This design comes from an exercise in tuning for small area, a short achievable clock period and few clock cycles on the open sky130 flow, not from production work. Where RTL was checked, it was by simulation tests only, not by an equivalence proof against the original. No functional check of the RTL was part of runs 1 to 3. Power and IR drop assume default switching activity.

===== flow/run.sh =====
#!/bin/bash
# Standard ORFS layout with three changes:
#  - synthesis skips Yosys's early "abc -fast", so full adders are extracted from the
#    RTL's own adder expressions (no inverters between adder cells); registers are
#    unchanged,
#  - ports are buffered with buf_2 instead of a delay buffer,
#  - repair_timing aims at a tighter setup margin.
set -u
sed -e 's/synth -nofsm -noshare/synth -nofsm -noshare -noabc/' synth_recipe.tcl > synth_noabc.tcl
bash standard.sh SYNTH_SCRIPT=$PWD/synth_noabc.tcl SETUP_SLACK_MARGIN=5.45 \
  "BUFFER_PORTS_ARGS=-buffer_cell sky130_fd_sc_hd__buf_2" finish > standard.log 2>&1

===== standard.sh =====
#!/bin/bash
# synth_recipe.tcl (not shown) runs the flow's synth.tcl, then flattens the netlist and writes it again
# the make line also repeats each setting of config.mk as NAME=value (left out here)
make -C /OpenROAD-flow-scripts/flow DESIGN_CONFIG=/design/flow/config.mk WORK_HOME=/design/flow/orfs CLKGATE_MAP_FILE= SYNTH_SCRIPT=/design/flow/synth_recipe.tcl "${@:-finish}"

===== config.mk =====
export PLATFORM = sky130hd
export DESIGN_NAME = systolic_array_os
export DESIGN_NICKNAME = systolic_array_os
export VERILOG_FILES = /design/flow/design.v
export SDC_FILE = /design/flow/constraint.sdc
export NUM_CORES = 4
export LEC_CHECK = 0
export CAP_MARGIN = 5
export CORE_MARGIN = 2
export CORE_UTILIZATION = 60
export SLEW_MARGIN = 5

===== constraint.sdc =====
create_clock -name core_clock -period 10.0 [get_ports {clk}]
set_input_delay 2.0000 -clock core_clock [delete_from_list [all_inputs] [get_ports {clk}]]
set_output_delay 2.0000 -clock core_clock [all_outputs]
set_load 0.01 [all_outputs]

===== design.v =====
package sys_array_pkg;
  localparam int unsigned DefaultRow  = 4;
  localparam int unsigned DefaultCol  = 4;
  localparam int unsigned DefaultEs   = 8;
  localparam int unsigned DefaultKMax = 64;
endpackage
module pe_mac #(
  parameter int unsigned ES    = 8,
  parameter int unsigned ACC_W = 22
) (
  input  logic             clk,
  input  logic             i_clr,
  input  logic             i_signed,
  input  logic [ES-1:0]    i_a,
  input  logic [ES-1:0]    i_b,
  output logic [ACC_W-1:0] o_acc
);
  logic [ACC_W-1:0] r_acc;
  logic [ACC_W-1:0] w_acc_q;
  logic w_pp_0_0;
  logic w_pp_0_1;
  logic w_pp_0_2;
  logic w_pp_0_3;
  logic w_pp_0_4;
  logic w_pp_0_5;
  logic w_pp_0_6;
  logic w_pp_0_7;
  logic w_pp_1_0;
  logic w_pp_1_1;
  logic w_pp_1_2;
  logic w_pp_1_3;
  logic w_pp_1_4;
  logic w_pp_1_5;
  logic w_pp_1_6;
  logic w_pp_1_7;
  logic w_pp_2_0;
  logic w_pp_2_1;
  logic w_pp_2_2;
  logic w_pp_2_3;
  logic w_pp_2_4;
  logic w_pp_2_5;
  logic w_pp_2_6;
  logic w_pp_2_7;
  logic w_pp_3_0;
  logic w_pp_3_1;
  logic w_pp_3_2;
  logic w_pp_3_3;
  logic w_pp_3_4;
  logic w_pp_3_5;
  logic w_pp_3_6;
  logic w_pp_3_7;
  logic w_pp_4_0;
  logic w_pp_4_1;
  logic w_pp_4_2;
  logic w_pp_4_3;
  logic w_pp_4_4;
  logic w_pp_4_5;
  logic w_pp_4_6;
  logic w_pp_4_7;
  logic w_pp_5_0;
  logic w_pp_5_1;
  logic w_pp_5_2;
  logic w_pp_5_3;
  logic w_pp_5_4;
  logic w_pp_5_5;
  logic w_pp_5_6;
  logic w_pp_5_7;
  logic w_pp_6_0;
  logic w_pp_6_1;
  logic w_pp_6_2;
  logic w_pp_6_3;
  logic w_pp_6_4;
  logic w_pp_6_5;
  logic w_pp_6_6;
  logic w_pp_6_7;
  logic w_pp_7_0;
  logic w_pp_7_1;
  logic w_pp_7_2;
  logic w_pp_7_3;
  logic w_pp_7_4;
  logic w_pp_7_5;
  logic w_pp_7_6;
  logic w_pp_7_7;
  logic w_s1, w_c2;
  logic w_s3, w_c4;
  logic w_s5, w_c6;
  logic w_s7, w_c8;
  logic w_s9, w_c10;
  logic w_s11, w_c12;
  logic w_s13, w_c14;
  logic w_s15, w_c16;
  logic w_s17, w_c18;
  logic w_s19, w_c20;
  logic w_s21, w_c22;
  logic w_s23, w_c24;
  logic w_s25, w_c26;
  logic w_s27, w_c28;
  logic w_s29, w_c30;
  logic w_s31, w_c32;
  logic w_s33, w_c34;
  logic w_s35, w_c36;
  logic w_s37, w_c38;
  logic w_s39, w_c40;
  logic w_s41, w_c42;
  logic w_s43, w_c44;
  logic w_s45, w_c46;
  logic w_s47, w_c48;
  logic w_s49, w_c50;
  logic w_s51, w_c52;
  logic w_s53, w_c54;
  logic w_s55, w_c56;
  logic w_s57, w_c58;
  logic w_s59, w_c60;
  logic w_s61, w_c62;
  logic w_s63, w_c64;
  logic w_s65, w_c66;
  logic w_s67, w_c68;
  logic w_s69, w_c70;
  logic w_s71, w_c72;
  logic w_s73, w_c74;
  logic w_s75, w_c76;
  logic w_s77, w_c78;
  logic w_s79, w_c80;
  logic w_s81, w_c82;
  logic w_s83, w_c84;
  logic w_s85, w_c86;
  logic w_s87, w_c88;
  logic w_s89, w_c90;
  logic w_s91, w_c92;
  logic w_s93, w_c94;
  logic w_s95, w_c96;
  logic w_s97, w_c98;
  logic w_s99, w_c100;
  logic w_s101, w_c102;
  logic w_s103, w_c104;
  logic w_s105, w_c106;
  logic w_s107, w_c108;
  logic w_s109, w_c110;
  logic w_s111, w_c112;
  logic w_s113, w_c114;
  logic w_s115, w_c116;
  logic w_s117, w_c118;
  logic w_s119, w_c120;
  logic w_s121, w_c122;
  logic w_s123, w_c124;
  logic w_s125, w_c126;
  logic w_s127, w_c128;
  logic w_s129, w_c130;
  logic [ACC_W-1:0] w_sum;
  logic w_g131, w_p132;
  logic w_g133, w_p134;
  logic w_g135, w_p136;
  logic w_g137, w_p138;
  logic w_g139, w_p140;
  logic w_g141, w_p142;
  logic w_g143, w_p144;
  logic w_g145, w_p146;
  logic w_g147, w_p148;
  logic w_g149, w_p150;
  logic w_g151, w_p152;
  logic w_g153, w_p154;
  logic w_g155, w_p156;
  logic w_g157, w_p158;
  logic w_g159;
  logic w_gg160;
  logic w_gg161;
  logic w_pp162;
  logic w_gg163;
  logic w_pp164;
  logic w_gg165;
  logic w_pp166;
  logic w_gg167;
  logic w_pp168;
  logic w_gg169;
  logic w_pp170;
  logic w_gg171;
  logic w_pp172;
  logic w_gg173;
  logic w_gg174;
  logic w_pp175;
  logic w_gg176;
  logic w_pp177;
  logic w_gg178;
  logic w_gg179;
  logic w_gg180;
  logic w_gg181;
  logic w_gg182;
  logic w_gg183;
  logic w_gg184;
  logic w_gg185;
  logic w_gg186;
  logic w_gg187;
  logic w_gg188;
  logic w_sm189;
  logic w_sm190;
  logic w_sm191;
  logic w_sm192;
  logic w_sm193;
  logic w_sm194;
  logic w_sm195;
  logic w_sm196;
  logic w_sm197;
  logic w_sm198;
  logic w_sm199;
  logic w_sm200;
  logic w_sm201;
  logic w_sm202;
  logic [5:0] w_hi0, w_hi1;
  assign w_acc_q = i_clr ? '0 : r_acc;
  assign w_pp_0_0 = i_a[0] & i_b[0];
  assign w_pp_0_1 = i_a[0] & i_b[1];
  assign w_pp_0_2 = i_a[0] & i_b[2];
  assign w_pp_0_3 = i_a[0] & i_b[3];
  assign w_pp_0_4 = i_a[0] & i_b[4];
  assign w_pp_0_5 = i_a[0] & i_b[5];
  assign w_pp_0_6 = i_a[0] & i_b[6];
  assign w_pp_0_7 = (i_a[0] & i_b[7]) ^ i_signed;
  assign w_pp_1_0 = i_a[1] & i_b[0];
  assign w_pp_1_1 = i_a[1] & i_b[1];
  assign w_pp_1_2 = i_a[1] & i_b[2];
  assign w_pp_1_3 = i_a[1] & i_b[3];
  assign w_pp_1_4 = i_a[1] & i_b[4];
  assign w_pp_1_5 = i_a[1] & i_b[5];
  assign w_pp_1_6 = i_a[1] & i_b[6];
  assign w_pp_1_7 = (i_a[1] & i_b[7]) ^ i_signed;
  assign w_pp_2_0 = i_a[2] & i_b[0];
  assign w_pp_2_1 = i_a[2] & i_b[1];
  assign w_pp_2_2 = i_a[2] & i_b[2];
  assign w_pp_2_3 = i_a[2] & i_b[3];
  assign w_pp_2_4 = i_a[2] & i_b[4];
  assign w_pp_2_5 = i_a[2] & i_b[5];
  assign w_pp_2_6 = i_a[2] & i_b[6];
  assign w_pp_2_7 = (i_a[2] & i_b[7]) ^ i_signed;
  assign w_pp_3_0 = i_a[3] & i_b[0];
  assign w_pp_3_1 = i_a[3] & i_b[1];
  assign w_pp_3_2 = i_a[3] & i_b[2];
  assign w_pp_3_3 = i_a[3] & i_b[3];
  assign w_pp_3_4 = i_a[3] & i_b[4];
  assign w_pp_3_5 = i_a[3] & i_b[5];
  assign w_pp_3_6 = i_a[3] & i_b[6];
  assign w_pp_3_7 = (i_a[3] & i_b[7]) ^ i_signed;
  assign w_pp_4_0 = i_a[4] & i_b[0];
  assign w_pp_4_1 = i_a[4] & i_b[1];
  assign w_pp_4_2 = i_a[4] & i_b[2];
  assign w_pp_4_3 = i_a[4] & i_b[3];
  assign w_pp_4_4 = i_a[4] & i_b[4];
  assign w_pp_4_5 = i_a[4] & i_b[5];
  assign w_pp_4_6 = i_a[4] & i_b[6];
  assign w_pp_4_7 = (i_a[4] & i_b[7]) ^ i_signed;
  assign w_pp_5_0 = i_a[5] & i_b[0];
  assign w_pp_5_1 = i_a[5] & i_b[1];
  assign w_pp_5_2 = i_a[5] & i_b[2];
  assign w_pp_5_3 = i_a[5] & i_b[3];
  assign w_pp_5_4 = i_a[5] & i_b[4];
  assign w_pp_5_5 = i_a[5] & i_b[5];
  assign w_pp_5_6 = i_a[5] & i_b[6];
  assign w_pp_5_7 = (i_a[5] & i_b[7]) ^ i_signed;
  assign w_pp_6_0 = i_a[6] & i_b[0];
  assign w_pp_6_1 = i_a[6] & i_b[1];
  assign w_pp_6_2 = i_a[6] & i_b[2];
  assign w_pp_6_3 = i_a[6] & i_b[3];
  assign w_pp_6_4 = i_a[6] & i_b[4];
  assign w_pp_6_5 = i_a[6] & i_b[5];
  assign w_pp_6_6 = i_a[6] & i_b[6];
  assign w_pp_6_7 = (i_a[6] & i_b[7]) ^ i_signed;
  assign w_pp_7_0 = (i_a[7] & i_b[0]) ^ i_signed;
  assign w_pp_7_1 = (i_a[7] & i_b[1]) ^ i_signed;
  assign w_pp_7_2 = (i_a[7] & i_b[2]) ^ i_signed;
  assign w_pp_7_3 = (i_a[7] & i_b[3]) ^ i_signed;
  assign w_pp_7_4 = (i_a[7] & i_b[4]) ^ i_signed;
  assign w_pp_7_5 = (i_a[7] & i_b[5]) ^ i_signed;
  assign w_pp_7_6 = (i_a[7] & i_b[6]) ^ i_signed;
  assign w_pp_7_7 = i_a[7] & i_b[7];
  assign w_s1 = w_pp_0_5 ^ w_pp_1_4;
  assign w_c2 = w_pp_0_5 & w_pp_1_4;
  assign w_s3 = w_pp_0_6 ^ w_pp_1_5 ^ w_pp_2_4;
  assign w_c4 = (w_pp_0_6 & w_pp_1_5) | (w_pp_0_6 & w_pp_2_4) | (w_pp_1_5 & w_pp_2_4);
  assign w_s5 = w_pp_3_3 ^ w_pp_4_2;
  assign w_c6 = w_pp_3_3 & w_pp_4_2;
  assign w_s7 = w_pp_1_6 ^ w_pp_2_5 ^ w_pp_3_4;
  assign w_c8 = (w_pp_1_6 & w_pp_2_5) | (w_pp_1_6 & w_pp_3_4) | (w_pp_2_5 & w_pp_3_4);
  assign w_s9 = w_pp_4_3 ^ w_pp_5_2 ^ w_pp_6_1;
  assign w_c10 = (w_pp_4_3 & w_pp_5_2) | (w_pp_4_3 & w_pp_6_1) | (w_pp_5_2 & w_pp_6_1);
  assign w_s11 = w_pp_0_7 ^ w_pp_7_0;
  assign w_c12 = w_pp_0_7 & w_pp_7_0;
  assign w_s13 = w_pp_2_6 ^ w_pp_3_5 ^ w_pp_4_4;
  assign w_c14 = (w_pp_2_6 & w_pp_3_5) | (w_pp_2_6 & w_pp_4_4) | (w_pp_3_5 & w_pp_4_4);
  assign w_s15 = w_pp_5_3 ^ w_pp_6_2 ^ i_signed;
  assign w_c16 = (w_pp_5_3 & w_pp_6_2) | (w_pp_5_3 & i_signed) | (w_pp_6_2 & i_signed);
  assign w_s17 = w_pp_1_7 ^ w_pp_7_1 ^ w_acc_q[8];
  assign w_c18 = (w_pp_1_7 & w_pp_7_1) | (w_pp_1_7 & w_acc_q[8]) | (w_pp_7_1 & w_acc_q[8]);
  assign w_s19 = w_pp_3_6 ^ w_pp_4_5 ^ w_pp_5_4;
  assign w_c20 = (w_pp_3_6 & w_pp_4_5) | (w_pp_3_6 & w_pp_5_4) | (w_pp_4_5 & w_pp_5_4);
  assign w_s21 = w_pp_6_3 ^ w_pp_2_7 ^ w_pp_7_2;
  assign w_c22 = (w_pp_6_3 & w_pp_2_7) | (w_pp_6_3 & w_pp_7_2) | (w_pp_2_7 & w_pp_7_2);
  assign w_s23 = w_pp_4_6 ^ w_pp_5_5 ^ w_pp_6_4;
  assign w_c24 = (w_pp_4_6 & w_pp_5_5) | (w_pp_4_6 & w_pp_6_4) | (w_pp_5_5 & w_pp_6_4);
  assign w_s25 = w_pp_0_3 ^ w_pp_1_2;
  assign w_c26 = w_pp_0_3 & w_pp_1_2;
  assign w_s27 = w_pp_0_4 ^ w_pp_1_3 ^ w_pp_2_2;
  assign w_c28 = (w_pp_0_4 & w_pp_1_3) | (w_pp_0_4 & w_pp_2_2) | (w_pp_1_3 & w_pp_2_2);
  assign w_s29 = w_pp_3_1 ^ w_pp_4_0;
  assign w_c30 = w_pp_3_1 & w_pp_4_0;
  assign w_s31 = w_pp_2_3 ^ w_pp_3_2 ^ w_pp_4_1;
  assign w_c32 = (w_pp_2_3 & w_pp_3_2) | (w_pp_2_3 & w_pp_4_1) | (w_pp_3_2 & w_pp_4_1);
  assign w_s33 = w_pp_5_0 ^ w_s1 ^ w_acc_q[5];
  assign w_c34 = (w_pp_5_0 & w_s1) | (w_pp_5_0 & w_acc_q[5]) | (w_s1 & w_acc_q[5]);
  assign w_s35 = w_pp_5_1 ^ w_pp_6_0 ^ w_c2;
  assign w_c36 = (w_pp_5_1 & w_pp_6_0) | (w_pp_5_1 & w_c2) | (w_pp_6_0 & w_c2);
  assign w_s37 = w_s5 ^ w_acc_q[6] ^ w_s3;
  assign w_c38 = (w_s5 & w_acc_q[6]) | (w_s5 & w_s3) | (w_acc_q[6] & w_s3);
  assign w_s39 = w_c6 ^ w_c4 ^ w_acc_q[7];
  assign w_c40 = (w_c6 & w_c4) | (w_c6 & w_acc_q[7]) | (w_c4 & w_acc_q[7]);
  assign w_s41 = w_s7 ^ w_s9 ^ w_s11;
  assign w_c42 = (w_s7 & w_s9) | (w_s7 & w_s11) | (w_s9 & w_s11);
  assign w_s43 = w_c8 ^ w_c10 ^ w_s13;
  assign w_c44 = (w_c8 & w_c10) | (w_c8 & w_s13) | (w_c10 & w_s13);
  assign w_s45 = w_c12 ^ w_s15 ^ w_s17;
  assign w_c46 = (w_c12 & w_s15) | (w_c12 & w_s17) | (w_s15 & w_s17);
  assign w_s47 = w_c14 ^ w_acc_q[9] ^ w_s19;
  assign w_c48 = (w_c14 & w_acc_q[9]) | (w_c14 & w_s19) | (w_acc_q[9] & w_s19);
  assign w_s49 = w_c16 ^ w_c18 ^ w_s21;
  assign w_c50 = (w_c16 & w_c18) | (w_c16 & w_s21) | (w_c18 & w_s21);
  assign w_s51 = w_c20 ^ w_pp_3_7 ^ w_pp_7_3;
  assign w_c52 = (w_c20 & w_pp_3_7) | (w_c20 & w_pp_7_3) | (w_pp_3_7 & w_pp_7_3);
  assign w_s53 = w_acc_q[10] ^ w_s23 ^ w_c22;
  assign w_c54 = (w_acc_q[10] & w_s23) | (w_acc_q[10] & w_c22) | (w_s23 & w_c22);
  assign w_s55 = w_pp_5_6 ^ w_pp_6_5 ^ w_c24;
  assign w_c56 = (w_pp_5_6 & w_pp_6_5) | (w_pp_5_6 & w_c24) | (w_pp_6_5 & w_c24);
  assign w_s57 = w_pp_4_7 ^ w_pp_7_4 ^ w_acc_q[11];
  assign w_c58 = (w_pp_4_7 & w_pp_7_4) | (w_pp_4_7 & w_acc_q[11]) | (w_pp_7_4 & w_acc_q[11]);
  assign w_s59 = w_pp_6_6 ^ w_pp_5_7 ^ w_pp_7_5;
  assign w_c60 = (w_pp_6_6 & w_pp_5_7) | (w_pp_6_6 & w_pp_7_5) | (w_pp_5_7 & w_pp_7_5);
  assign w_s61 = w_pp_0_2 ^ w_pp_1_1;
  assign w_c62 = w_pp_0_2 & w_pp_1_1;
  assign w_s63 = w_pp_2_1 ^ w_pp_3_0 ^ w_s25;
  assign w_c64 = (w_pp_2_1 & w_pp_3_0) | (w_pp_2_1 & w_s25) | (w_pp_3_0 & w_s25);
  assign w_s65 = w_c26 ^ w_s29 ^ w_acc_q[4];
  assign w_c66 = (w_c26 & w_s29) | (w_c26 & w_acc_q[4]) | (w_s29 & w_acc_q[4]);
  assign w_s67 = w_c30 ^ w_c28 ^ w_s31;
  assign w_c68 = (w_c30 & w_c28) | (w_c30 & w_s31) | (w_c28 & w_s31);
  assign w_s69 = w_c32 ^ w_s35 ^ w_c34;
  assign w_c70 = (w_c32 & w_s35) | (w_c32 & w_c34) | (w_s35 & w_c34);
  assign w_s71 = w_c36 ^ w_c38 ^ w_s39;
  assign w_c72 = (w_c36 & w_c38) | (w_c36 & w_s39) | (w_c38 & w_s39);
  assign w_s73 = w_c40 ^ w_s43 ^ w_c42;
  assign w_c74 = (w_c40 & w_s43) | (w_c40 & w_c42) | (w_s43 & w_c42);
  assign w_s75 = w_c44 ^ w_s47 ^ w_c46;
  assign w_c76 = (w_c44 & w_s47) | (w_c44 & w_c46) | (w_s47 & w_c46);
  assign w_s77 = w_c48 ^ w_s51 ^ w_c50;
  assign w_c78 = (w_c48 & w_s51) | (w_c48 & w_c50) | (w_s51 & w_c50);
  assign w_s79 = w_c52 ^ w_s55 ^ w_s57;
  assign w_c80 = (w_c52 & w_s55) | (w_c52 & w_s57) | (w_s55 & w_s57);
  assign w_s81 = w_acc_q[12] ^ w_c56 ^ w_c58;
  assign w_c82 = (w_acc_q[12] & w_c56) | (w_acc_q[12] & w_c58) | (w_c56 & w_c58);
  assign w_s83 = w_pp_6_7 ^ w_pp_7_6 ^ w_acc_q[13];
  assign w_c84 = (w_pp_6_7 & w_pp_7_6) | (w_pp_6_7 & w_acc_q[13]) | (w_pp_7_6 & w_acc_q[13]);
  assign w_s85 = w_pp_0_1 ^ w_pp_1_0;
  assign w_c86 = w_pp_0_1 & w_pp_1_0;
  assign w_s87 = w_pp_2_0 ^ w_s61 ^ w_acc_q[2];
  assign w_c88 = (w_pp_2_0 & w_s61) | (w_pp_2_0 & w_acc_q[2]) | (w_s61 & w_acc_q[2]);
  assign w_s89 = w_c62 ^ w_acc_q[3] ^ w_s63;
  assign w_c90 = (w_c62 & w_acc_q[3]) | (w_c62 & w_s63) | (w_acc_q[3] & w_s63);
  assign w_s91 = w_s27 ^ w_c64 ^ w_s65;
  assign w_c92 = (w_s27 & w_c64) | (w_s27 & w_s65) | (w_c64 & w_s65);
  assign w_s93 = w_c66 ^ w_s33 ^ w_s67;
  assign w_c94 = (w_c66 & w_s33) | (w_c66 & w_s67) | (w_s33 & w_s67);
  assign w_s95 = w_c68 ^ w_s37 ^ w_s69;
  assign w_c96 = (w_c68 & w_s37) | (w_c68 & w_s69) | (w_s37 & w_s69);
  assign w_s97 = w_s41 ^ w_c70 ^ w_s71;
  assign w_c98 = (w_s41 & w_c70) | (w_s41 & w_s71) | (w_c70 & w_s71);
  assign w_s99 = w_c72 ^ w_s45 ^ w_s73;
  assign w_c100 = (w_c72 & w_s45) | (w_c72 & w_s73) | (w_s45 & w_s73);
  assign w_s101 = w_s49 ^ w_c74 ^ w_s75;
  assign w_c102 = (w_s49 & w_c74) | (w_s49 & w_s75) | (w_c74 & w_s75);
  assign w_s103 = w_s53 ^ w_c76 ^ w_s77;
  assign w_c104 = (w_s53 & w_c76) | (w_s53 & w_s77) | (w_c76 & w_s77);
  assign w_s105 = w_c54 ^ w_s79 ^ w_c78;
  assign w_c106 = (w_c54 & w_s79) | (w_c54 & w_c78) | (w_s79 & w_c78);
  assign w_s107 = w_s59 ^ w_c80 ^ w_s81;
  assign w_c108 = (w_s59 & w_c80) | (w_s59 & w_s81) | (w_c80 & w_s81);
  assign w_s109 = w_c60 ^ w_s83 ^ w_c82;
  assign w_c110 = (w_c60 & w_s83) | (w_c60 & w_c82) | (w_s83 & w_c82);
  assign w_s111 = w_pp_7_7 ^ w_acc_q[14] ^ w_c84;
  assign w_c112 = (w_pp_7_7 & w_acc_q[14]) | (w_pp_7_7 & w_c84) | (w_acc_q[14] & w_c84);
  assign w_s113 = i_signed ^ w_acc_q[15];
  assign w_c114 = i_signed & w_acc_q[15];
  assign w_s115 = i_signed ^ w_acc_q[16];
  assign w_c116 = i_signed & w_acc_q[16];
  assign w_s117 = i_signed ^ w_acc_q[17];
  assign w_c118 = i_signed & w_acc_q[17];
  assign w_s119 = i_signed ^ w_acc_q[18];
  assign w_c120 = i_signed & w_acc_q[18];
  assign w_s121 = i_signed ^ w_acc_q[19];
  assign w_c122 = i_signed & w_acc_q[19];
  assign w_s123 = i_signed ^ w_acc_q[20];
  assign w_c124 = i_signed & w_acc_q[20];
  assign w_s125 = i_signed ^ w_acc_q[21];
  assign w_c126 = i_signed & w_acc_q[21];
  assign w_s127 = w_pp_0_0 ^ w_acc_q[0];
  assign w_c128 = w_pp_0_0 & w_acc_q[0];
  assign w_s129 = w_acc_q[1] ^ w_s85 ^ w_c128;
  assign w_c130 = (w_acc_q[1] & w_s85) | (w_acc_q[1] & w_c128) | (w_s85 & w_c128);
  assign w_g131 = w_c86 & w_s87;
  assign w_p132 = w_c86 ^ w_s87;
  assign w_g133 = w_c88 & w_s89;
  assign w_p134 = w_c88 ^ w_s89;
  assign w_g135 = w_c90 & w_s91;
  assign w_p136 = w_c90 ^ w_s91;
  assign w_g137 = w_c92 & w_s93;
  assign w_p138 = w_c92 ^ w_s93;
  assign w_g139 = w_c94 & w_s95;
  assign w_p140 = w_c94 ^ w_s95;
  assign w_g141 = w_c96 & w_s97;
  assign w_p142 = w_c96 ^ w_s97;
  assign w_g143 = w_c98 & w_s99;
  assign w_p144 = w_c98 ^ w_s99;
  assign w_g145 = w_c100 & w_s101;
  assign w_p146 = w_c100 ^ w_s101;
  assign w_g147 = w_c102 & w_s103;
  assign w_p148 = w_c102 ^ w_s103;
  assign w_g149 = w_c104 & w_s105;
  assign w_p150 = w_c104 ^ w_s105;
  assign w_g151 = w_c106 & w_s107;
  assign w_p152 = w_c106 ^ w_s107;
  assign w_g153 = w_c108 & w_s109;
  assign w_p154 = w_c108 ^ w_s109;
  assign w_g155 = w_c110 & w_s111;
  assign w_p156 = w_c110 ^ w_s111;
  assign w_g157 = w_c112 & w_s113;
  assign w_p158 = w_c112 ^ w_s113;
  assign w_g159 = w_g131 | (w_p132 & w_c130);
  assign w_gg160 = w_g133 | (w_p134 & w_g159);
  assign w_gg161 = w_g137 | (w_p138 & w_g135);
  assign w_pp162 = w_p138 & w_p136;
  assign w_gg163 = w_g141 | (w_p142 & w_g139);
  assign w_pp164 = w_p142 & w_p140;
  assign w_gg165 = w_g145 | (w_p146 & w_g143);
  assign w_pp166 = w_p146 & w_p144;
  assign w_gg167 = w_g149 | (w_p150 & w_g147);
  assign w_pp168 = w_p150 & w_p148;
  assign w_gg169 = w_g153 | (w_p154 & w_g151);
  assign w_pp170 = w_p154 & w_p152;
  assign w_gg171 = w_g157 | (w_p158 & w_g155);
  assign w_pp172 = w_p158 & w_p156;
  assign w_gg173 = w_gg161 | (w_pp162 & w_gg160);
  assign w_gg174 = w_gg165 | (w_pp166 & w_gg163);
  assign w_pp175 = w_pp166 & w_pp164;
  assign w_gg176 = w_gg169 | (w_pp170 & w_gg167);
  assign w_pp177 = w_pp170 & w_pp168;
  assign w_gg178 = w_gg174 | (w_pp175 & w_gg173);
  assign w_gg179 = w_gg176 | (w_pp177 & w_gg178);
  assign w_gg180 = w_gg163 | (w_pp164 & w_gg173);
  assign w_gg181 = w_gg167 | (w_pp168 & w_gg178);
  assign w_gg182 = w_gg171 | (w_pp172 & w_gg179);
  assign w_gg183 = w_g135 | (w_p136 & w_gg160);
  assign w_gg184 = w_g139 | (w_p140 & w_gg173);
  assign w_gg185 = w_g143 | (w_p144 & w_gg180);
  assign w_gg186 = w_g147 | (w_p148 & w_gg178);
  assign w_gg187 = w_g151 | (w_p152 & w_gg181);
  assign w_gg188 = w_g155 | (w_p156 & w_gg179);
  assign w_sm189 = w_p132 ^ w_c130;
  assign w_sm190 = w_p134 ^ w_g159;
  assign w_sm191 = w_p136 ^ w_gg160;
  assign w_sm192 = w_p138 ^ w_gg183;
  assign w_sm193 = w_p140 ^ w_gg173;
  assign w_sm194 = w_p142 ^ w_gg184;
  assign w_sm195 = w_p144 ^ w_gg180;
  assign w_sm196 = w_p146 ^ w_gg185;
  assign w_sm197 = w_p148 ^ w_gg178;
  assign w_sm198 = w_p150 ^ w_gg186;
  assign w_sm199 = w_p152 ^ w_gg181;
  assign w_sm200 = w_p154 ^ w_gg187;
  assign w_sm201 = w_p156 ^ w_gg179;
  assign w_sm202 = w_p158 ^ w_gg188;
  assign w_sum[1:0] = {w_s129, w_s127};
  assign w_sum[15:2] = {w_sm202, w_sm201, w_sm200, w_sm199, w_sm198, w_sm197, w_sm196, w_sm195, w_sm194, w_sm193, w_sm192, w_sm191, w_sm190, w_sm189};
  assign w_hi0 = {w_c124, w_c122, w_c120, w_c118, w_c116, w_c114} + {w_s125, w_s123, w_s121, w_s119, w_s117, w_s115};
  assign w_hi1 = {w_c124, w_c122, w_c120, w_c118, w_c116, w_c114} + {w_s125, w_s123, w_s121, w_s119, w_s117, w_s115} + 1'b1;
  assign w_sum[21:16] = w_gg182 ? w_hi1 : w_hi0;
  always_ff @(posedge clk) begin
    r_acc <= w_sum;
  end
  assign o_acc = r_acc;
endmodule
module systolic_array_os #(
  parameter int unsigned ROW   = sys_array_pkg::DefaultRow,
  parameter int unsigned COL   = sys_array_pkg::DefaultCol,
  parameter int unsigned ES    = sys_array_pkg::DefaultEs,
  parameter int unsigned K_MAX = sys_array_pkg::DefaultKMax,
  parameter int unsigned ACC_W = 2 * ES + $clog2(K_MAX)
) (
  input  logic                         clk,
  input  logic                         rst_n,
  input  logic                         start,
  input  logic [$clog2(K_MAX+1)-1:0]   k_len,
  input  logic                         signed_mode,
  input  logic                         in_vld,
  output logic                         in_rdy,
  input  logic [ROW*ES-1:0]            a_vec,
  input  logic [COL*ES-1:0]            b_vec,
  output logic                         out_vld,
  input  logic                         out_rdy,
  output logic [COL*ACC_W-1:0]         out_row,
  output logic [$clog2(ROW)-1:0]       out_row_idx,
  output logic                         out_last,
  output logic                         busy,
  output logic                         done
);
  localparam int unsigned KW = $clog2(K_MAX + 1);
  localparam int unsigned RW = $clog2(ROW);
  logic          r_feed;       
  logic          r_zero;       
  logic          r_first;      
  logic [KW-1:0] r_k_rem;      
  logic          r_signed;
  logic [ES-1:0] r_a_n [ROW];
  logic [ES-1:0] r_b_n [COL];
  logic [ROW-1:0] r_clr;       
  logic          r_last;       
  logic          r_out_vld;
  logic [RW-1:0] r_row;
  logic          r_row_last;   
  logic [ROW-1:0] r_row_sel;   
  logic          r_rdy_any;    
  logic          r_rdy_last;   
  logic [KW-1:0]    w_k_clamp;
  logic             w_start, w_acc_free, w_in_rdy, w_fire, w_issue, w_xfer;
  logic             w_feed_d, w_zero_d, w_first_d, w_last_d, w_out_vld_d, w_row_last_d;
  logic [RW-1:0]    w_row_d;
  logic [ACC_W-1:0] w_acc [ROW][COL];
  assign w_k_clamp = (k_len > KW'(K_MAX)) ? KW'(K_MAX) : k_len;
  assign w_start   = start & ~busy;
  assign w_xfer    = r_out_vld & out_rdy;
  assign w_acc_free = ~r_last & (~r_out_vld | (r_row_last & out_rdy));
  assign w_in_rdy   = r_rdy_any | (r_rdy_last & out_rdy);
  assign w_fire     = in_vld & w_in_rdy;
  assign w_issue    = w_fire | (r_zero & w_acc_free);
  always_comb begin
    w_feed_d  = r_feed;
    w_zero_d  = r_zero;
    w_first_d = r_first;
    if (w_start) begin
      w_feed_d  = (w_k_clamp != '0);
      w_zero_d  = (w_k_clamp == '0);
      w_first_d = 1'b1;
    end else begin
      if (w_fire) begin
        w_first_d = 1'b0;
        if (r_k_rem == KW'(1)) w_feed_d = 1'b0;
      end
      if (r_zero && w_acc_free) w_zero_d = 1'b0;
    end
    w_last_d     = w_issue & (r_zero | (r_k_rem == KW'(1)));
    w_out_vld_d  = r_out_vld;
    w_row_d      = r_row;
    w_row_last_d = r_row_last;
    if (r_last) begin
      w_out_vld_d  = 1'b1;
      w_row_d      = '0;
      w_row_last_d = 1'b0;
    end else if (w_xfer) begin
      w_out_vld_d  = ~r_row_last;
      w_row_d      = r_row + RW'(1);
      w_row_last_d = (r_row == RW'(ROW - 2));
    end
  end
  always_ff @(posedge clk) begin
    if (!rst_n) begin
      r_feed     <= 1'b0;
      r_zero     <= 1'b0;
      r_first    <= 1'b0;
      r_clr      <= '1;
      r_last     <= 1'b0;
      r_out_vld  <= 1'b0;
      r_row      <= '0;
      r_row_last <= 1'b0;
      r_row_sel  <= '0;
      r_rdy_any  <= 1'b0;
      r_rdy_last <= 1'b0;
    end else begin
      r_feed     <= w_feed_d;
      r_zero     <= w_zero_d;
      r_first    <= w_first_d;
      r_clr      <= {ROW{w_xfer}} & r_row_sel;
      r_last     <= w_last_d;
      r_out_vld  <= w_out_vld_d;
      r_row      <= w_row_d;
      r_row_last <= w_row_last_d;
      for (int r = 0; r < ROW; r++) r_row_sel[r] <= w_out_vld_d & (w_row_d == RW'(r));
      r_rdy_any  <= w_feed_d & (~w_first_d | (~w_last_d & ~w_out_vld_d));
      r_rdy_last <= w_feed_d & w_first_d & ~w_last_d & w_row_last_d;
    end
  end
  always_ff @(posedge clk) begin
    if (w_start) begin
      r_k_rem  <= w_k_clamp;
      r_signed <= signed_mode;
    end else if (w_fire) begin
      r_k_rem <= r_k_rem - KW'(1);
    end
  end
  always_ff @(posedge clk) begin
    for (int r = 0; r < ROW; r++) r_a_n[r] <= ~((w_fire & rst_n) ? a_vec[r*ES +: ES] : '0);
    for (int c = 0; c < COL; c++) r_b_n[c] <= ~b_vec[c*ES +: ES];
  end
  for (genvar gr = 0; gr < ROW; gr++) begin : g_row
    for (genvar gc = 0; gc < COL; gc++) begin : g_col
      pe_mac #(
        .ES   (ES),
        .ACC_W(ACC_W)
      ) u_pe (
        .clk     (clk),
        .i_clr   (r_clr[gr]),
        .i_signed(r_signed),
        .i_a     (~r_a_n[gr]),
        .i_b     (~r_b_n[gc]),
        .o_acc   (w_acc[gr][gc])
      );
    end
  end
  always_comb begin
    out_row = '0;
    for (int r = 0; r < ROW; r++)
      for (int c = 0; c < COL; c++)
        out_row[c*ACC_W +: ACC_W] = out_row[c*ACC_W +: ACC_W] | (w_acc[r][c] & {ACC_W{r_row_sel[r]}});
  end
  assign in_rdy      = w_in_rdy;
  assign out_vld     = r_out_vld;
  assign out_row_idx = r_row;
  assign out_last    = r_row_last;
  assign busy        = r_feed | r_zero;
  assign done        = r_row_last & out_rdy;
endmodule

==> impl_metrics.toml, run 1 <==
[logic_synthesis]
synth_compound_area_frac = 0.0749
synth_adder_area_share = 0.487
synthXorXnorAreaFrac = 0.0845
synth_ff_type = "dfxtp_1"
synth.mux.area_fraction = 0.00346
ys_seq_area_frac = 0.172
ys_async_sr_fraction = 0
synth_edf_count = 8
ys_ff_latch = 442
yosysWarnings = 7
synthSimpleGateAreaFrac = 0.153
synth_area_per_cell_um2 = 10.3
synth.net_count = 6609
syn_inst = 5073
synth_cell_types = 45
synth_top_family_by_area = "adder cells"
synth.cell_area_mm2 = 0.0521

[routing]
dr.first_iter.drc_count = 2922
wl_per_cell_um = 24.9
avgViaCountPerCell = 5.95
ant_nets = 0
wl_mm = 162
first_pass_iters = 8
drc = 0
vias = 38700

[finish]
finalNonFillerCells = 6501
diodes = 0
final_cell_area_mm2 = 0.0616
syn2layout_area_growth_pct = 18.2
multi_input_area_mm2 = 0.0439
register_area_mm2 = 0.00907
final_nets = 6835
mostFrequentLayoutCells = "nor2_1, fa_1, ha_1"
drive_gt1_frac = 0.194
final_common_cell = "nor2_1"
fill_cells = 6468
final_util = 0.713

[critical_path]
cp.arrival_ps = 5120
cp-end-kind = "flip-flop"
critPathMaxStageDelay_ps = 530
path_max_fanout = 6
cp_cell_sequence = "buf_6, buf_16, buf_16, xor2_2, fa_1, fa_2, fa_1, fa_1, ha_4, a21o_1, o2111ai_4, nand2_2, nand3_2, nand2_2, fa_2, xor2_1"
cp_num_buf_inv = 3
cp.required_ps = 10560
cpMaxStageDelayCell = "fa_1"
cp_common_cell = "fa_1"
timing.rr.end = "g_row[0].g_col[0].u_pe.r_acc[15]$_DFF_P_"
r2r_cells = 16
critPathTopFamily = "adder cells"
ff2ff_setup_slack_ps = 5440
reg2reg_from = "r_signed$_DFFE_PP_"
critical_path_class = "flip-flop to flip-flop"
worst_setup_path_start_kind = "flip-flop"

[grt]
grt_pass1_wl_mm = 231
grt_start_max_net_pins = 66
antenna_found_initial = 2
gr-total-overflow = 0
grt_util_all_layers = 0.336
grt_pass1_vias = 40800

[die]
io_pins = 172
core-area_mm2 = 0.0863
die_area_mm2 = 0.0891
rows = 108
initial_utilization = 0.603
die_w_um = 299
die_y_um = 299

[sta]
whs_ps = 514
max_freq_ghz = 0.219
maxSlewViolCount = 0
tightest_slew_ps = 919
worst_slack_ps = 5440
period_share = 0.457
maxSlewHeadroom = 0.387
finalSetupViolCount = 0
fin_skew_ps = 21.5
rsz0062_at_grt = "true"
post-route-min-period_ps = 4570
hold_viol_final = 0
tns_ps = 0

[placement]
place_inst = 6170
placed_area_mm2 = 0.0555
dpl_worst_slack_ps = 4430
post-dp-hpwl_mm = 94.3
gp_congestion = 0.833
port_buffers = 171

[run_status]
run_status = "complete, no violations"

[cts]
clock_path_buffers = 3
cts.sink_count = 442
numCtsBuffers = 59
cts_tree = "built"
htreeDepth = 2
path_clk_slew_ps = 60
clockRootBuffer = "clkbuf_16"
cts-hold-fix-buffers = 0
clk_latency_ps = 680

[min_path]
min_to = "r_row_last$_SDFF_PN0_"
hp-start = "r_row_last$_SDFF_PN0_"
hold_path_class = "flip-flop to flip-flop"
min_delay_path_depth = 2

[power]
p_per_area_mw_per_mm2 = 190
vdd_ir_drop_max_uv = 158
leakagePower_nw = 30.3
p_total_mw = 11.7

[job]
maxCapViolations = 0
-- what timing repair did --
action | 4_1_cts | 5_1_grt
endpoints found under the setup margin | 235 | 109
setup buffers | 41 | 138
cloned | 7 | 37
gates resized for setup | 135 | 173
pin swaps | 10 | 104
-- worst max-delay path by stage --
stage	depth (start not counted)	to	from
finish	16	g_row[0].g_col[0].u_pe.r_acc[15]$_DFF_P_	r_signed$_DFFE_PP_
global route	16	g_row[0].g_col[0].u_pe.r_acc[15]$_DFF_P_	r_signed$_DFFE_PP_
global placement	15	g_row[1].g_col[0].u_pe.r_acc[15]$_DFF_P_	r_signed$_DFFE_PP_
CTS	16	g_row[1].g_col[0].u_pe.r_acc[15]$_DFF_P_	r_signed$_DFFE_PP_
detailed placement	15	g_row[1].g_col[0].u_pe.r_acc[15]$_DFF_P_	r_signed$_DFFE_PP_
floorplan	17	g_row[2].g_col[3].u_pe.r_acc[15]$_DFF_P_	r_signed$_DFFE_PP_
-- cell type report --
class,instances,share of cell area
Multi-Input combinational cell,4288,0.713
Sequential cell,442,0.147
Timing Repair Buffer,467,0.0794
Clock buffer,78,0.0276
Tap cell,1155,0.0235
Clock inverter,30,0.00673
Inverter,41,0.00250
-- worst reg2reg max path, cell delays in order (launching register included) --
cell and delay, ps:
edfxtp_1 480, buf_6 200, buf_16 150, buf_16 160, xor2_2 180, fa_1 500
fa_2 360, fa_1 460, fa_1 530, ha_4 220, a21o_1 220, o2111ai_4 240
nand2_2 100, nand3_2 90, nand2_2 60, fa_2 370, xor2_1 150
-- synthesized netlist by cell type, drive strengths merged (4+ instances only) --
cell type     n  area (um^2)
o2111ai      16          240
a21o         79          594
and2          4         25.0
xor2        368         3220
fa          944        18900
or3          16          101
edfxtp        8          240
nand4        48          319
nor2b       356         2230
a21oi        91          455
nand2       219          822
nor2       1081         4060
nand2b       16          100
o211ai       48          360
inv          41          154
ha          515         6440
nand3b        6         45.0
o21ai        55          515
a22oi       176         1320
a211oi       30          225
nor3          6         30.0
a31o         16          140
xnor2       134         1170
dfxtp       434         8690
clkbuf      201          754
and3         19          119
nand3        17         85.1
buf         101          422
mux2         16          180
-- where the power goes --
group,internal (mW),switching (mW),total [mW]
registers,2.44,0.360,2.80
logic,3.15,3.36,6.51
clock network,1.44,0.937,2.38
total,7.03,4.65,11.7
-- state kept, by name, indices dropped and copies added (netlist names), 2 cells and up --
signal and cells:
r_k_rem 7, r_row 2, r_clr 4, r_row_sel 4
r_b_n 32, r_a_n 32, g_row.g_col.u_pe.r_acc 352
-- metal layers --
metal | part of all wire | GRT usage | vias up
met1 | 0.41 | 0.471 | 19800
li1 | - | - | 17000
met3 | 0.091 | 0.0540 | 335
met2 | 0.46 | 0.543 | 1608
met4 | 0.043 | 0.0937 | 0
met5 | 0 | 0 | -
-- cells by family after synthesis --
group | count (synthesis)
muxes | 16
and+or+nand+nor | 1794
adders and majority gates | 1459
DFF | 442
AOI/OAI and AO/OA | 517
buffers and inverters | 343
xor gates and xnor gates | 502
==> inputs of run 2 (changes only) <==
--- a/flow/run.sh
+++ b/flow/run.sh
@@ -7,5 +7,5 @@
 #  - repair_timing aims at a tighter setup margin.
 set -u
 sed -e 's/synth -nofsm -noshare/synth -nofsm -noshare -noabc/' synth_recipe.tcl > synth_noabc.tcl
-bash standard.sh SYNTH_SCRIPT=$PWD/synth_noabc.tcl SETUP_SLACK_MARGIN=5.45 \
+bash standard.sh SYNTH_SCRIPT=$PWD/synth_noabc.tcl SETUP_SLACK_MARGIN=5.6 \
   "BUFFER_PORTS_ARGS=-buffer_cell sky130_fd_sc_hd__buf_2" finish > standard.log 2>&1
==> impl_metrics.toml, run 2 <==
[placement]
post-dp-hpwl_mm = 94.3
placed_area_mm2 = 0.0555
dpl_worst_slack_ps = 4430
port_buffers = 171
gp_congestion = 0.833

[cts]
path_clk_slew_ps = 70
numCtsBuffers = 59
htreeDepth = 2
clockRootBuffer = "clkbuf_16"
clock_path_buffers = 3
cts.sink_count = 442
cts_tree = "built"
clk_latency_ps = 680

[die]
die_y_um = 299
die_w_um = 299
die_area_mm2 = 0.0891
core-area_mm2 = 0.0863
initial_utilization = 0.603
rows = 108
io_pins = 172

[routing]
vias = 39200
met3_length_mm = 15.2
avgViaCountPerCell = 5.96
ant_nets = 0
wl_mm = 166
drt-met1-wl_mm = 66.7
dr.first_iter.drc_count = 2653
wl_per_cell_um = 25.2
highest_layer = "met4"
drc = 0
first_pass_iters = 5
wl_met2_mm = 74.5

[power]
leakagePower_nw = 31.0
vdd_ir_drop_max_uv = 162
p_total_mw = 12.1
p_per_area_mw_per_mm2 = 192

[critical_path]
ff2ff_setup_slack_ps = 5410
timing.rr.end = "g_row[0].g_col[0].u_pe.r_acc[15]$_DFF_P_"
reg2reg_from = "r_signed$_DFFE_PP_"
cp.arrival_ps = 5150
cp-end-kind = "flip-flop"
critical_path_class = "flip-flop to flip-flop"
cp.required_ps = 10560
path_max_fanout = 7
worst_setup_path_start_kind = "flip-flop"
r2r_cells = 17

[logic_synthesis]
ys_async_sr_fraction = 0
synth_common_cells = "nor2_1, fa_1, ha_1, dfxtp_1, xor2_1"
yosysMostFrequentCell = "nor2_1"
synth_area_per_cell_um2 = 10.3
synth_area_leaders = "fa_1, dfxtp_1, ha_1, nor2_1, xor2_1"
synth_ff_type = "dfxtp_1"
yosysTopAreaCell = "fa_1"
ys_seq_area_frac = 0.172
yosysWarnings = 7
syn_inst = 5073
synth.net_count = 6609
synth_top_area_share = 0.363
synth_edf_count = 8
synth.cell_area_mm2 = 0.0521
synth_cell_types = 45
ys_ff_latch = 442

[min_path]
hold_path_class = "flip-flop to flip-flop"
min_to = "r_row_last$_SDFF_PN0_"
hp-start = "r_row_last$_SDFF_PN0_"
min_delay_path_depth = 2

[finish]
largest_register_ffs = 352
top_register = "g_row.g_col.u_pe.r_acc"
final_nets = 6908
reg_top3 = "g_row.g_col.u_pe.r_acc x352, r_a_n x32, r_b_n x32"
mostFrequentLayoutCells = "nor2_1, fa_1, ha_1"
final_common_cell = "nor2_1"
syn2layout_area_growth_pct = 21.4
fill_cells = 6213
final_cell_area_mm2 = 0.0632
drive_gt1_frac = 0.225

[grt]
grt_util_all_layers = 0.350
gr-total-overflow = 0
grt_pass1_vias = 41300
grt_start_max_net_pins = 66
antenna_found_initial = 3
grt_pass1_wl_mm = 238

[sta]
period_share = 0.459
post-route-min-period_ps = 4590
rsz0062_at_grt = "true"
hold_viol_final = 0
finalSetupViolCount = 0
fin_skew_ps = 19.3
max_freq_ghz = 0.218
worst_slack_ps = 5410
tns_ps = 0
maxSlewViolCount = 0
whs_ps = 516
tightest_slew_ps = 923
maxSlewHeadroom = 0.385

[run_status]
run_status = "complete, no violations"

[job]
maxCapViolations = 0
[run 2: cell counts after synthesis]
Identical to the previous run, type by type.
[run 2: worst max-delay path, cell delays in order, from the launching register on]
cell and delay [ps]:
edfxtp_1 450, buf_6 170, buf_16 140, buf_16 150, buf_8 130, buf_4 130, fa_1 460, fa_2 380
fa_1 450, fa_1 530, ha_4 220, a21o_1 220, o2111ai_4 230, nand2_2 110, nand3_2 80, nand2_1 70
fa_2 370, xor2_1 150
[run 2: through the flow]
step / instances / util
4_1_cts: 6393 / 0.693
6_report: 6575 / 0.732
3_5_place_dp: 6170 / 0.642
5_1_grt: 6574 / 0.732
3_3_place_gp: 6170 / 0.642
2_1_floorplan: 5073 / -
[run 2: worst max-delay path by stage]
stage / depth (start not counted) / to / startpoint
final: 17 / g_row[0].g_col[0].u_pe.r_acc[15]$_DFF_P_ / r_signed$_DFFE_PP_
after global routing: 17 / g_row[0].g_col[0].u_pe.r_acc[15]$_DFF_P_ / r_signed$_DFFE_PP_
after CTS: 15 / g_row[1].g_col[1].u_pe.r_acc[15]$_DFF_P_ / r_signed$_DFFE_PP_
after detailed placement: 15 / g_row[1].g_col[0].u_pe.r_acc[15]$_DFF_P_ / r_signed$_DFFE_PP_
after global placement: 15 / g_row[1].g_col[0].u_pe.r_acc[15]$_DFF_P_ / r_signed$_DFFE_PP_
after floorplan: 17 / g_row[2].g_col[3].u_pe.r_acc[15]$_DFF_P_ / r_signed$_DFFE_PP_
[run 2: what timing repair did]
item / in CTS / in global routing
buffers inserted: 99 / 151
endpoints found under the setup margin: 262 / 174
pin swaps: 66 / 206
resized for setup: 205 / 296
gates cloned: 16 / 30
hold buffers: 0 / 0
[run 2: layout make-up]
class / count / area (um^2) / area share
flip-flops and latches: 442 / 9080 / 0.144
diodes: 1 / 2.50 / 0.0000396
well taps: 1155 / 1450 / 0.0229
clock buffers: 78 / 1700 / 0.0269
repair buffers: 540 / 5980 / 0.0946
clock inverters: 30 / 414 / 0.00655
multi-input cells: 4288 / 44400 / 0.703
inverters: 41 / 154 / 0.00244
[run 2: cells by family after synthesis]
| family | Yosys count | synth area share |
|---|---|---|
| xor+xnor | 502 | 0.0845 |
| buf+inv | 343 | 0.0256 |
| fa+ha+maj | 1459 | 0.487 |
| mux | 16 | 0.00346 |
| simple gates | 1794 | 0.153 |
| flops | 442 | 0.172 |
| compound gates | 517 | 0.0749 |
[run 2: report_power, final]
group	internal [mW]	total [mW]	switching (mW)	leakage (nW)
clock network	1.44	2.38	0.942	1.05
registers	2.44	2.79	0.358	3.70
logic	3.41	6.94	3.53	26.2
total	7.29	12.1	4.83	31.0
[run 2: layer usage]
layer  track usage  up-vias
met5             0        -
met4         0.118        0
met3        0.0678      389
met2         0.563     1605
met1         0.477    20000
li1              -    17100
==> inputs of run 3 (changes only) <==
--- a/flow/run.sh
+++ b/flow/run.sh
@@ -7,5 +7,5 @@
 #  - repair_timing aims at a tighter setup margin.
 set -u
 sed -e 's/synth -nofsm -noshare/synth -nofsm -noshare -noabc/' synth_recipe.tcl > synth_noabc.tcl
-bash standard.sh SYNTH_SCRIPT=$PWD/synth_noabc.tcl SETUP_SLACK_MARGIN=5.6 \
+bash standard.sh SYNTH_SCRIPT=$PWD/synth_noabc.tcl SETUP_SLACK_MARGIN=5.3 \
   "BUFFER_PORTS_ARGS=-buffer_cell sky130_fd_sc_hd__buf_2" finish > standard.log 2>&1
--- a/config.mk
+++ b/config.mk
@@ -8,4 +8,7 @@
 export CAP_MARGIN = 5
 export CORE_MARGIN = 2
 export CORE_UTILIZATION = 60
+export CTS_BUF_LIST = sky130_fd_sc_hd__clkbuf_8
+export CTS_CLUSTER_DIAMETER = 50
+export CTS_CLUSTER_SIZE = 20
 export SLEW_MARGIN = 5
==> impl_metrics.toml, run 3 <==
[power]
p_total_mw = 11.3
p_per_area_mw_per_mm2 = 190
leakagePower_nw = 29.3
vdd_ir_drop_max_uv = 149

[run_status]
run_status = "complete, no violations"

[placement]
port_buffers = 171
post-dp-hpwl_mm = 94.3
dpl_worst_slack_ps = 4430
gp_congestion = 0.833

[finish]
largest_register_ffs = 352
final_nets = 6714
reg_top3 = "g_row.g_col.u_pe.r_acc x352, r_a_n x32, r_b_n x32"
fill_cells = 6707
final_common_cell = "nor2_1"
final_util = 0.688
syn2layout_area_growth_pct = 14.2
drive_gt1_frac = 0.169
mostFrequentLayoutCells = "nor2_1, fa_1, ha_1"
top_register = "g_row.g_col.u_pe.r_acc"

[logic_synthesis]
synth.cell_area_mm2 = 0.0521
synth_edf_count = 8
synth_cell_types = 45
synth_common_cells = "nor2_1, fa_1, ha_1, dfxtp_1, xor2_1"
ys_async_sr_fraction = 0
synth_area_leaders = "fa_1, dfxtp_1, ha_1, nor2_1, xor2_1"
synth_ff_type = "dfxtp_1"
synth.net_count = 6609
ys_ff_latch = 442
yosysTopAreaCell = "fa_1"
synth_area_per_cell_um2 = 10.3
syn_inst = 5073
synth_top_area_share = 0.363
ys_seq_area_frac = 0.172
yosysMostFrequentCell = "nor2_1"
yosysWarnings = 7

[critical_path]
cp.required_ps = 10630
path_max_fanout = 24
cp-end-kind = "flip-flop"
worst_setup_path_start_kind = "flip-flop"
critical_path_class = "flip-flop to flip-flop"
cp.arrival_ps = 5270

[die]
core-area_mm2 = 0.0863
io_pins = 172
initial_utilization = 0.603
die_area_mm2 = 0.0891
die_y_um = 299
rows = 108
die_w_um = 299

[grt]
antenna_found_initial = 4
gr-total-overflow = 0
grt_pass1_wl_mm = 227
grt_pass1_vias = 40700
grt_start_max_net_pins = 131
grt_util_all_layers = 0.330

[cts]
clk_latency_ps = 780
numCtsBuffers = 86
htreeDepth = 3
cts.sink_count = 442
clockRootBuffer = "clkbuf_8"
clock_path_buffers = 3
cts_tree = "built"
path_clk_slew_ps = 100

[routing]
wl_mm = 149
vias = 37600
ant_nets = 0
wl_per_cell_um = 23.3
drc = 0
avgViaCountPerCell = 5.86
first_pass_iters = 5
dr.first_iter.drc_count = 2381

[sta]
tightest_slew_ps = 902
maxSlewViolCount = 0
post-route-min-period_ps = 4630
period_share = 0.463
finalSetupViolCount = 0
rsz0062_at_grt = "true"
hold_viol_final = 0
maxSlewHeadroom = 0.398
whs_ps = 512
tns_ps = 0
fin_skew_ps = 51.7
worst_slack_ps = 5370
max_freq_ghz = 0.216

[min_path]
hold_path_class = "flip-flop to flip-flop"

[job]
maxCapViolations = 0
-- run 3: where the power goes --
group          internal (mW)  switching [mW]  total, mW  leakage (nW)
Combinational           2.97            3.23       6.20          24.5
Sequential              2.44           0.352       2.79          3.70
Clock                   1.27            1.04       2.30          1.07
-- run 3: through the flow --
step	std cells	area [um^2]
2_1_floorplan	5073	54000
3_3_place_gp	6170	55500
3_5_place_dp	6170	55500
4_1_cts	6343	58100
5_1_grt	6404	59400
6_report	6404	59400
-- run 3: routing by layer --
layer	vias to the layer above	part of all wire	global-route usage
met5	-	0	0
met4	0	0.037	0.109
met3	282	0.083	0.0797
met2	1338	0.46	0.517
met1	19200	0.42	0.453
li1	16700	-	-
-- run 3: logic make-up (layout without fill, tap and decap cells) --
logic type,count (synthesis),in the layout,share of synthesized area
AND/OR/NAND/NOR,1794,1794,0.153
adder cells (fa/ha/maj),1459,1459,0.487
AO/OA/AOI/OAI,517,517,0.0749
XOR/XNOR,502,502,0.0845
flip-flops,442,442,0.172
buffers and inverters,343,517,0.0256
multiplexers,16,16,0.00346
other,0,2,0
-- run 3: final timing paths --
check / from / end / slack [ps] / cells past startpoint
worst min-delay path: r_last$_SDFF_PN0_ / r_row_sel[0]$_SDFF_PN0_ / 510 / 2
worst min register to register: r_last$_SDFF_PN0_ / r_row_sel[0]$_SDFF_PN0_ / 510 / 2
worst max register to register: r_signed$_DFFE_PP_ / g_row[1].g_col[3].u_pe.r_acc[15]$_DFF_P_ / 5370 / 15
worst max-delay path: r_signed$_DFFE_PP_ / g_row[1].g_col[3].u_pe.r_acc[15]$_DFF_P_ / 5370 / 15
-- run 3: layout make-up --
class / count / area [um^2] / share of cell area
sequential: 442 / 9040 / 0.152
clock buffer: 95 / 1310 / 0.0220
inverter: 41 / 154 / 0.00259
timing repair buffer: 319 / 3060 / 0.0515
multi-input combinational: 4288 / 43600 / 0.734
tap: 1155 / 1450 / 0.0243
clock inverter: 62 / 815 / 0.0137
antenna: 2 / 5.00 / 0.0000842
-- run 3: critical path, stage by stage (launching register included) --
cell	delay [ps]
edfxtp_1	420
buf_4	230
buf_16	210
xor2_2	230
fa_1	500
fa_2	350
fa_1	450
fa_1	540
ha_4	220
a21o_1	190
o2111ai_4	280
nand2_1	150
nand3_1	110
nand2_1	80
fa_2	340
xor2_1	150
-- run 3: repair_timing --
| action | 4_1_cts | 5_1_grt |
|---|---|---|
| endpoints found under the setup margin | 193 | 78 |
| setup buffers | 13 | 44 |
| gates resized for setup | 72 | 139 |
| hold buffers | 0 | 0 |
| gates cloned | 3 | 15 |
| pin swaps | 0 | 14 |
==> inputs of run 4 (changes only) <==
--- a/design.v
+++ b/design.v
@@ -594,13 +594,19 @@
   end
   always_ff @(posedge clk) begin
     if (w_start) begin
-      r_k_rem  <= w_k_clamp;
-      r_signed <= signed_mode;
+      r_k_rem <= w_k_clamp;
     end else if (w_fire) begin
       r_k_rem <= r_k_rem - KW'(1);
     end
   end
   always_ff @(posedge clk) begin
+    if (!rst_n) begin
+      r_signed <= 1'b0;
+    end else if (w_start) begin
+      r_signed <= signed_mode;
+    end
+  end
+  always_ff @(posedge clk) begin
     for (int r = 0; r < ROW; r++) r_a_n[r] <= ~((w_fire & rst_n) ? a_vec[r*ES +: ES] : '0);
     for (int c = 0; c < COL; c++) r_b_n[c] <= ~b_vec[c*ES +: ES];
   end
--- a/flow/run.sh
+++ b/flow/run.sh
@@ -7,5 +7,5 @@
 #  - repair_timing aims at a tighter setup margin.
 set -u
 sed -e 's/synth -nofsm -noshare/synth -nofsm -noshare -noabc/' synth_recipe.tcl > synth_noabc.tcl
-bash standard.sh SYNTH_SCRIPT=$PWD/synth_noabc.tcl SETUP_SLACK_MARGIN=5.3 \
+bash standard.sh SYNTH_SCRIPT=$PWD/synth_noabc.tcl SETUP_SLACK_MARGIN=5.2 \
   "BUFFER_PORTS_ARGS=-buffer_cell sky130_fd_sc_hd__buf_2" finish > standard.log 2>&1
--- a/config.mk
+++ b/config.mk
@@ -8,7 +8,6 @@
 export CAP_MARGIN = 5
 export CORE_MARGIN = 2
 export CORE_UTILIZATION = 60
-export CTS_BUF_LIST = sky130_fd_sc_hd__clkbuf_8
-export CTS_CLUSTER_DIAMETER = 50
-export CTS_CLUSTER_SIZE = 20
+export CTS_CLUSTER_DIAMETER = 80
+export CTS_CLUSTER_SIZE = 30
 export SLEW_MARGIN = 5
==> impl_metrics.toml, run 4 <==
[finish]
final_cell_area_mm2 = 0.0575
largest_register_ffs = 352
top_register = "g_row.g_col.u_pe.r_acc"
final_common_cell = "nor2_1"
syn2layout_area_growth_pct = 10.4
diodes = 0
drive_gt1_frac = 0.132
final_nets = 6617
mostFrequentLayoutCells = "nor2_1, fa_1, ha_1"
reg_top3 = "g_row.g_col.u_pe.r_acc x352, r_a_n x32, r_b_n x32"

[cts]
cts-hold-fix-buffers = 0
cts_tree = "built"
clockRootBuffer = "clkbuf_16"
numCtsBuffers = 38
clk_latency_ps = 610
path_clk_slew_ps = 100
clock_path_buffers = 3
htreeDepth = 2
cts.sink_count = 442

[critical_path]
reg2reg_from = "r_b_n[0][5]$_DFF_P_"
cp.arrival_ps = 2740
crit_start = "r_row_sel[0]$_SDFF_PN0_"
path_max_fanout = 45
timing.rr.end = "g_row[1].g_col[0].u_pe.r_acc[14]$_DFF_P_"
cp.required_ps = 8000
r2r_cells = 14
worst_setup_path_start_kind = "flip-flop"
cp-end-kind = "output pin"
ff2ff_setup_slack_ps = 5310
critical_path_class = "flip-flop to output pin"

[power]
seqPwrFrac = 0.340
swShare = 0.393
power_frac_comb = 0.429
leakagePower_nw = 30.6
p_int_mw = 4.47
vdd_ir_drop_max_uv = 106
pwr-share-clk = 0.231
p_per_area_mw_per_mm2 = 128
power.switching_mw = 2.89

[routing]
vias = 36900
ant_nets = 0
wl_per_cell_um = 23.1
dr.first_iter.drc_count = 2106
wl_mm = 145
drc = 0
avgViaCountPerCell = 5.88
first_pass_iters = 5

[sta]
finalSetupViolCount = 0
tightest_slew_ps = 921
hold_viol_final = 0
whs_ps = 541
maxSlewViolCount = 0
fin_skew_ps = 28.5
period_share = 0.474
max_freq_ghz = 0.211
tns_ps = 0
post-route-min-period_ps = 4740
maxSlewHeadroom = 0.386
rsz0062_at_grt = "true"

[logic_synthesis]
synth_area_per_cell_um2 = 10.3
ys_ff_latch = 442
yosysWarnings = 7
synth.cell_area_mm2 = 0.0521
ys_async_sr_fraction = 0
syn_inst = 5074
yosysTopAreaCell = "fa_1"
synth_top_area_share = 0.363
synth_cell_types = 45
yosysMostFrequentCell = "nor2_1"
synth.net_count = 6610
synth_area_leaders = "fa_1, dfxtp_1, ha_1, nor2_1, xor2_1"
ys_seq_area_frac = 0.171
synth_edf_count = 7
synth_common_cells = "nor2_1, fa_1, ha_1, dfxtp_1, xor2_1"
synth_ff_type = "dfxtp_1"

[placement]
gp_congestion = 0.825
placed_area_mm2 = 0.0550
port_buffers = 171
post-dp-hpwl_mm = 96.2

[grt]
grtUsageMet1 = 0.456
grt_start_max_net_pins = 55
gr-total-overflow = 0
grt_util_all_layers = 0.326
antenna_found_initial = 0
grt_pass1_vias = 40400
grt_pass1_wl_mm = 226
grt_use_met3 = 0.0590
gr-max-usage-layer = "met2"
met2_usage = 0.517

[die]
rows = 108
initial_utilization = 0.603
die_w_um = 299
die_area_mm2 = 0.0891
io_pins = 172
die_y_um = 299
core-area_mm2 = 0.0863

[min_path]
hold_path_class = "flip-flop to flip-flop"
min_delay_path_depth = 2
min_to = "r_row_last$_SDFF_PN0_"
hp-start = "r_row_last$_SDFF_PN0_"

[job]
maxCapViolations = 0

[run_status]
run_status = "complete, no violations"
## run 4: changes by cell type after synthesis, sizes merged, moves of 5 or more
cell	change
buf	+7
clkbuf	-7
nand3b	-6
nand2	+5
nand3	+5
nor3	-5
## run 4: power by group through the flow
stage	logic [mW]	registers [mW]	clock network (mW)
final	3.15	2.50	1.70
after global routing	3.56	2.55	1.79
after CTS	3.10	2.50	1.74
after detailed placement	3.04	2.54	0
after global placement	2.97	2.54	0
after floorplan	2.49	2.40	0
## run 4: worst max-delay path, stage by stage, from the launching register on
cell and delay, ps:
dfxtp_4 740, buf_4 650, a22oi_1 260, nand2_1 210
buf_2 160
## run 4: repair_timing
item                       in CTS  in global routing
cloned                          3                  9
setup buffers                   6                 12
resized for setup              33                112
pin swaps                       0                  5
setup endpoints to repair     163                 89
## run 4: layout make-up
cell class | instances | area, um^2
fillers | 6867 | 28900
repair buffers | 269 | 2360
inverters | 39 | 146
flip-flops and latches | 442 | 9030
clock inverters | 28 | 365
multi-input cells | 4291 | 43100
well taps | 1155 | 1450
clock buffers | 41 | 993
## run 4: logic make-up after synthesis
group,share of synthesized area
muxes,0.00346
buffers and inverters,0.0257
DFF,0.171
adders and majority gates,0.487
AOI/OAI and AO/OA,0.0753
xor gates and xnor gates,0.0845
and+or+nand+nor,0.153
## run 4: how the worst max path moves through the flow
stage	to	slack (ps)
3_5_place_dp	g_row[3].g_col[0].u_pe.r_acc[15]$_DFF_P_	4310
6_report	out_row[77]	5260
2_1_floorplan	g_row[1].g_col[3].u_pe.r_acc[15]$_DFF_P_	4790
5_1_grt	g_row[1].g_col[1].u_pe.r_acc[15]$_DFF_P_	5160
4_1_cts	g_row[1].g_col[0].u_pe.r_acc[14]$_DFF_P_	5200
3_3_place_gp	g_row[3].g_col[0].u_pe.r_acc[15]$_DFF_P_	4400
## run 4: stage by stage
stage | cells | total power, mW | utilization | setup slack (ps)
floorplan | 5074 | 4.88 | - | 4790
detailed placement | 6166 | 5.57 | 0.637 | 4310
CTS | 6244 | 7.33 | 0.656 | 5200
global placement | 6166 | 5.51 | 0.637 | 4400
global route | 6265 | 7.90 | 0.666 | 5160
finish | 6265 | 7.36 | 0.666 | 5260
## run 4: metal layers
layer	part of all wire	routed length, um
met4	0.039	5640
met5	0	0
met2	0.46	66500
met3	0.077	11100
met1	0.43	61600
Testbench counts of run 4, summed over its fixed seeds: cycles 12,017.

afterwards: timing with drivers on the ports:
How much do the figures lean on ideal ports? The routed layouts below were timed once more, with nothing changed but the port constraints.
Step 1, drivers: a clkbuf_16 drives clk and a buf_2 each remaining input, both assumed.
Step 2 times the ports against the registers' clock, not the clock port: input delays grow and output delays shrink by t, the midpoint of the rising clock arrivals with the driver on.
Three values: ideal, step 1, step 2; two values: the first two.
run	t (ns)	setup WS [ns]	slew at the worst register clock pin (ns)	worst data-port slew with drivers (ns)
run 1	0.744	5.435 / 5.435 / 5.435	0.07 / 0.07	0.05
run 2	0.736	5.407 / 5.407 / 5.407	0.07 / 0.07	0.05
run 3	0.815	5.368 / 5.366 / 5.368	0.10 / 0.10	0.05
run 4	0.664	5.264 / 5.197 / 5.314	0.10 / 0.10	0.06
After both steps setup and hold are still met in every run listed.
